Source: an optimization exercise on an open RTL-to-GDS flow (aim: small area, a short achievable clock period and few clock cycles per item). Production flows keep margins and buffers that such runs may drop. Where RTL was checked, it was by simulation tests only, not by an equivalence proof against the original. Power is estimated from default activity; no workload was simulated.

==> flow/design.v (excerpt) <==
module ospfb_top #(
  parameter int FFT_LEN = 32,
  parameter int DEC_FAC = 24,
  parameter int PTAPS   = 4,
  localparam int BR_W   = $clog2(FFT_LEN)
) (
  input  logic    clk,
  input  logic    rst_n,
  input  logic    in_valid,
  input  ospfb_pkg::sample_t in_data,
  output logic    in_ready,
  output logic    out_valid,
  output ospfb_pkg::out_t    out_data,
  output logic    out_last,
  output logic    out_sat,
  output logic    frame_start
);
Size in the first run: ~4900 cells after synthesis, roughly 2800 flip-flops, about 72000 um2 of cells after synthesis.
Settings: LEC_CHECK=0, ABC_CLOCK_PERIOD_IN_PS=3000, CAP_MARGIN=20, CORE_MARGIN=2, CORE_UTILIZATION=45, CTS_CLUSTER_DIAMETER=150, CTS_CLUSTER_SIZE=28, SLEW_MARGIN=20; clock period 9.0 ns.
standard.sh (not shown) runs the stock make flow with config.mk's settings and CLKGATE_MAP_FILE= SYNTH_SCRIPT=/design/flow/synth_recipe.tcl, a recipe that flattens the netlist after the stock synthesis.
==> flow/flow/run.sh <==
#!/bin/bash
# Layout flow: the standard flow (standard.sh, unchanged synthesis) with
# two repair settings changed: timing repair aims below the clock period
# (a larger setup margin), and ports are buffered with buf_4 cells.
# make's full output goes to run_make.log in the work folder.
set -euo pipefail
cd "$(dirname "$0")/.."
MARGIN=${MARGIN:-5.9}
bash standard.sh \
  "SETUP_SLACK_MARGIN=${MARGIN}" \
  "BUFFER_PORTS_ARGS=-buffer_cell sky130_fd_sc_hd__buf_4" \
  finish > run_make.log 2>&1
test -f out/final.def
Change:
--- a/flow/design.v
+++ b/flow/design.v
@@ -53,69 +53,68 @@
   logic [2:0]  frs;      
   logic signed [6:0] dw;  
   logic signed [6:0] da;  
   logic [FFT_LEN-1:0] pvr;     
   logic [4:0]  apos;     
   logic [4:0]  wres;
   logic [4:0]  ares;
   logic [4:0]  ares_p1;
   logic        inv;
-  logic        rdy_q;    
+  logic        nrdy_q;   
   logic        accept;
   logic        end_sw;
   logic        start_rd;
   logic [4:0]  koff_n;
   logic [4:0]  rres_n;
   logic        rd_n;
   logic [1:0]  g2_n;
   logic [2:0]  gs_n;
   logic [2:0]  frs_n;
   logic signed [6:0] dw_n;
-  logic [4:0]  age0;
+  logic [4:0]  age0;     
   logic        le_0, le_24, le_m24;
   logic        pv1_n, le_a, le_b, late_s, late_c, late_n;
   logic signed [7:0] dwi;
   logic [4:0]  age1_n;
   logic        wr_next;
   logic [4:0]  wpos_q;   
   logic        pv_nx;      
   logic        commit_n;
   logic [7:0]  x0, x1;
   logic        chk_n;
   logic        free_0, free_1;
   logic        rdy_0, rdy_1;
   logic [4:0]  p_n;
   logic [4:0]  wpos;
   logic [PTAPS*DIG_W-1:0] dig_n, dig_c, dig_s;
-  assign accept   = in_valid && rdy_q;
+  assign accept   = in_valid && !nrdy_q;
   assign end_sw   = end_q;
   assign start_rd = end_sw && ((ok && chk_q) || (!dw[6] && gs < 3'd2));
   assign koff_n = fresh ? 5'd6  : koff + 5'd1;
   assign rres_n = fresh ? 5'd17 : rres_m1;
   assign rd_n   = end_sw ? start_rd : rd_act;
   assign g2_n   = g2 + 2'(start_rd);
   assign gs_n   = (start_rd && gs != 3'd5) ? gs + 3'd1 : gs;
   assign frs_n  = start_rd ? gs : frs;
-  assign age0     = 5'(wres - 5'd1 - rres_m1);
   assign le_0     = $signed({dw[6], dw}) <= $signed({3'b000, age0});
   assign le_24    = ($signed({dw[6], dw}) - 8'sd24) <= $signed({3'b000, age0});
   assign le_m24   = ($signed({dw[6], dw}) + 8'sd24) <= $signed({3'b000, age0});
   assign pv1_n    = pvr[2] || wsel[1];
   assign dwi      = $signed({dw[6], dw}) + $signed({7'b0, inv});
-  assign age1_n   = 5'(wres + 5'(inv) - rres_n);
+  assign age1_n   = fresh ? 5'(5'd15 + 5'(inv)) : 5'(age0 + 5'd1 + 5'(inv));
   assign le_a     = dwi <= $signed({3'b000, age1_n});
   assign le_b     = (dwi + 8'sd24) <= $signed({3'b000, age1_n});
   assign late_s   = pv1_n && le_a && gs <= 3'd1;
   assign late_c   = pv1_n && (((koff_n == 5'd31) || end_sw || !rd_act) ? (le_a && gs <= 3'd1) : (le_b && gs <= 3'd2));
   assign late_n   = start_rd ? late_s : late_c;
   assign pv_nx    = (pvr[1] && !late) || wsel[0];
   assign dw_n     = dw + 7'(inv) - (start_rd ? 7'sd24 : 7'sd0);
-  assign wr_next  = inv && (wres == rres_m1);
+  assign wr_next  = inv && (age0 == 5'd31);
   assign commit_n = !fresh && pv_nx &&
                     (wr_next ? (start_rd ? (dw < 7'sd24) : dw[6]) : (start_rd ? le_24 : le_0));
   assign x0 = 8'(dw) + 8'(inv) + 8'(5'({2'(3 * g2), 3'b000} + koff + 5'd1));
   assign x1 = 8'(dw) + 8'(inv) - 8'd24 + 8'({2'(3 * (g2 + 2'd1)), 3'b000});
   assign chk_n = start_rd ? !x1[7] : !x0[7];
   assign free_0 = !pvr[apos] || (commit && apos == 5'd0) || ((late || commit_n) && apos == 5'd1);
   assign free_1 = !pvr[5'(apos - 5'd1)] || (commit && apos == 5'd1) || ((late || commit_n) && apos == 5'd2);
   assign rdy_0 = free_0 && (fresh || apos[0])  && (start_rd ? (da < 7'sd48) : (da < 7'sd24));
   assign rdy_1 = free_1 && (fresh || !apos[0]) && (start_rd ? (da < 7'sd47) : (da < 7'sd23));
@@ -150,48 +149,50 @@
       chk_q       <= 1'b0;
       fresh       <= 1'b1;
       g2          <= '0;
       gs          <= '0;
       dw          <= -7'sd24;
       da          <= -7'sd24;
       pvr         <= '0;
       late        <= 1'b0;
       apos        <= 5'd17;
+      age0        <= 5'd15;
       wres        <= '0;
       ares        <= '0;
       ares_p1     <= 5'd1;
       inv         <= 1'b0;
       in_ready    <= 1'b0;
-      rdy_q       <= 1'b0;
+      nrdy_q      <= 1'b1;
       beat_valid  <= 1'b0;
       beat_last   <= 1'b0;
       frame_start <= 1'b0;
     end else begin
       rd_act   <= rd_n;
       end_q    <= (koff_n == 5'd31);
       ok       <= fresh ? 1'b0 : (end_sw ? 1'b1 : (ok && chk_q));
       chk_q    <= chk_n;
       if (accept) fresh <= 1'b0;
       g2       <= g2_n;
       gs       <= gs_n;
       dw       <= dw_n;
       da       <= da + 7'(accept) - (start_rd ? 7'sd24 : 7'sd0);
       pvr      <= wsel | {pvr[0] && !commit, pvr[FFT_LEN-1:2], pvr[1] && !late};
       late     <= late_n;
+      age0     <= age1_n;
       apos     <= 5'((fresh ? 5'd18 : apos) - 5'd1 - 5'(accept));
       wres     <= wres + 5'(inv);
       if (accept) begin
         ares    <= ares_p1;
         ares_p1 <= ares_p1 + 5'd1;
       end
       inv      <= accept;
-      in_ready <= (in_valid && in_ready) ? rdy_1 : rdy_0;
-      rdy_q    <= accept ? rdy_1 : rdy_0;
+      in_ready <= accept ? rdy_1 : rdy_0;
+      nrdy_q   <= !(accept ? rdy_1 : rdy_0);
       beat_valid  <= rd_n;
       beat_last   <= rd_n && (koff_n == 5'd31);
       frame_start <= rd_n && (koff_n == 5'd0);
     end
   end
   always_ff @(posedge clk) begin
     koff    <= koff_n;
     wpos_q  <= wpos;
     rres    <= rres_n;
The changed run completed with no timing, DRC or antenna violations.
Clock power stays flat.
Wire length goes down by 1.7%.
Power rose by about 2.5%.
Cell area went down by about 0.56%.
Sequential share of layout area increases by 0.42 points.
Global-route usage falls by 0.19 points.
Area after synthesis hardly moves.
Clock-buffer cell count is higher by 2.
Worst hold slack is better by 0.0031 ns.
Testbench counts after the change, summed over its fixed seeds: cycles 12,528, items 12,288.
Function not checked in the first run of this note: the RTL went through the layout flow alone.

separate check: timing with driven ports:
Ports are ideal in the flow. The routed layouts listed here were re-timed in OpenROAD.
Step 1: set_driving_cell puts a clkbuf_16 on clk and a buf_2 on each other input, an assumption about the parent block.
Step 2 adds t to the input delays and takes it off the output delays; t is the mean of the earliest and latest rising clock arrival at the registers after step 1. Input paths then give back, and output paths get back, about the clock's delay inside the block.
Three values: no drivers, after step 1, after step 2; two values: the first two.
run	shift t [ns]	slack for setup (ns)	clock arrival spread, ns
the first run	0.818	5.849 / 5.769 / 5.595	0.049 / 0.049
the second run	0.803	5.923 / 5.848 / 5.788	0.035 / 0.035
After both steps every run listed still meets setup and hold. For the first run, which loses most, drivers alone change the setup slack by -0.080 ns; drivers and shift together by -0.254 ns.
